From an optimization exercise on the open Yosys and OpenROAD flow, aimed at small area, a short achievable clock period and few clock cycles per item; shortcuts taken in it are not production practice.
The RTL was checked by simulation tests, not by an equivalence proof against the original design.
Power figures rest on the tool's default switching activity, not on a simulated workload.

==> flow/design.v (excerpt) <==
module cache_l1_top (
  input  logic                     clk,
  input  logic                     reset,
  input  logic                     cpu_req,
  input  logic                     cpu_we,
  input  logic [24-1:0] cpu_addr,
  input  logic [7:0]               cpu_wdata,
  output logic                     cpu_ack,
  output logic [7:0]               cpu_rdata,
  output logic                     mem_req,
  output logic                     mem_we,
  output logic [24-1:0] mem_addr,
  output logic [32-1:0] mem_wdata,
  input  logic                     mem_ack,
  input  logic [32-1:0] mem_rdata
);
Size: roughly 8000 cells after synthesis, roughly 3600 flip-flops, about 150000 sq um of cells after synthesis.
clock: 12.0 ns
lec_check: 0
cap_margin: 20
core_margin: 2
core_utilization: 40
cts_cluster_diameter: 65
cts_cluster_size: 26
place_density: 0.75
slew_margin: 20
tns_end_percent: 20
standard.sh (not shown) runs the stock make flow with config.mk's settings and CLKGATE_MAP_FILE= SYNTH_SCRIPT=/design/flow/synth_recipe.tcl, a recipe that flattens the netlist after the stock synthesis.
==> flow/flow/run.sh <==
#!/bin/bash
set -o pipefail
bash standard.sh SETUP_SLACK_MARGIN=7.6 "BUFFER_PORTS_ARGS=-buffer_cell sky130_fd_sc_hd__buf_4" finish > standard.log 2>&1
Testbench counts at the start, summed over its fixed seeds: cycles 68,342, accesses 24,000.
Change:
--- a/flow/design.v
+++ b/flow/design.v
@@ -119,42 +119,33 @@
   end
   assign hit = |hit_w;
   logic [UW-1:0] cnt_nx   [SETS][WAYS];
   logic          dirty_nx [SETS][WAYS];
   logic [1:0]    vict_q   [SETS];   
   logic          vict_d_q [SETS];   
   for (genvar s = 0; s < SETS; s++) begin : g_vict
     logic [1:0] v;
     logic       vd;
     always_comb begin
-      logic [UW-1:0]   c0, c1, c2, c3;
-      logic            g01, g02, g03, g12, g13, g23;
-      logic [WAYS-1:0] oh;
+      logic [UW-1:0] c0, c1, c2, c3, min_lo, min_hi;
+      logic          pick_1, pick_3, hi;
       c0 = cnt_nx[s][0];
       c1 = cnt_nx[s][1];
       c2 = cnt_nx[s][2];
       c3 = cnt_nx[s][3];
-      g01 = gt3(c0, c1);
-      g02 = gt3(c0, c2);
-      g03 = gt3(c0, c3);
-      g12 = gt3(c1, c2);
-      g13 = gt3(c1, c3);
-      g23 = gt3(c2, c3);
-      oh[0] = !g01 && !g02 && !g03;
-      oh[1] = g01 && !g12 && !g13;
-      oh[2] = g02 && g12 && !g23;
-      oh[3] = g03 && g13 && g23;
-      v = {oh[2] | oh[3], oh[1] | oh[3]};
-      vd = 1'b0;
-      for (int w = 0; w < WAYS; w++) begin
-        vd = vd | (oh[w] && dirty_nx[s][w] && (cnt_nx[s][w] != '0));
-      end
+      pick_1 = gt3(c0, c1);
+      min_lo = pick_1 ? c1 : c0;
+      pick_3 = gt3(c2, c3);
+      min_hi = pick_3 ? c3 : c2;
+      hi = gt3(min_lo, min_hi);
+      v = {hi, hi ? pick_3 : pick_1};
+      vd = dirty_nx[s][v] && (cnt_nx[s][v] != '0);
     end
     always_ff @(posedge clk or posedge reset) begin
       if (reset) begin
         vict_q[s] <= '0;   
         vict_d_q[s] <= 1'b0;
       end else begin
         vict_q[s] <= v;
         vict_d_q[s] <= vd;
       end
     end
@@ -258,22 +249,25 @@
   end
   logic wb_sel;
   assign wb_sel = v_dirty && (state == S_IDLE || state == S_MWAIT || state == S_WB);
   always_ff @(posedge clk) begin
     mem_we <= wb_sel;
     mem_addr <= {wb_sel ? v_tag : a_tag, a_idx, 2'b00};
     mem_wdata <= v_line;
   end
   logic [7:0]      rbyte_q [WAYS];
   logic [WAYS-1:0] rhit_q;
-  always_ff @(posedge clk) begin
-    if (idle) begin
+  always_ff @(posedge clk or posedge reset) begin
+    if (reset) begin
+      for (int w = 0; w < WAYS; w++) rbyte_q[w] <= '0;
+      rhit_q <= '0;
+    end else if (idle) begin
       for (int w = 0; w < WAYS; w++) rbyte_q[w] <= cpu_we ? cpu_wdata : r_byte[w];
       rhit_q <= hit_w;
     end else if (fill) begin
       rbyte_q[0] <= we_q ? wdata_q : mem_rdata[8*off_q +: 8];
       rhit_q <= WAYS'(1);
     end
   end
   always_comb begin
     cpu_rdata = '0;
     for (int w = 0; w < WAYS; w++) begin
The new run completed without violations.
Worst hold slack loses 0.0082 ns.
Count of clock-buffer cells in the layout shrinks by 20.
Via count goes up by 0.87%.
Combinational power falls by about 2%.
Clock skew rises by 0.0064 ns.
Flip-flop and latch count does not change.
Wire length goes up by 1.5%.
Power decreases by 2.8%.
Non-clock buffer count rose by 22.
Setup slack is worse by 0.084 ns.
Register-to-register slack hardly moves.
Cell count hardly moves.
Testbench counts after the change, summed over its fixed seeds: cycles 68,342, accesses 24,000.

-- re-timing with driven ports --
The results above use ideal ports. As a check the final layouts listed here were re-extracted and re-timed, cells and wires unchanged. Step 1: set_driving_cell puts a clkbuf_16 on clk and a buf_2 on each other input, an assumption about the parent block. Step 2 also shifts input and output timing later by t, the mid clock arrival at the registers, as if the neighbouring blocks saw the same clock. Three values: ideal, step 1, step 2; two values: the first two.
run	t (ns)	slack for setup (ns)	clock arrival spread, ns	cell pins on the clock port's net
the first run	1.028	7.388 / 6.949 / 5.921	0.124 / 0.125	1
the second run	1.056	7.303 / 7.059 / 6.003	0.124 / 0.125	1
After both steps setup and hold are still met in every run listed. For the first run, which loses most, drivers alone change the setup slack by -0.439 ns; drivers and shift together by -1.467 ns.
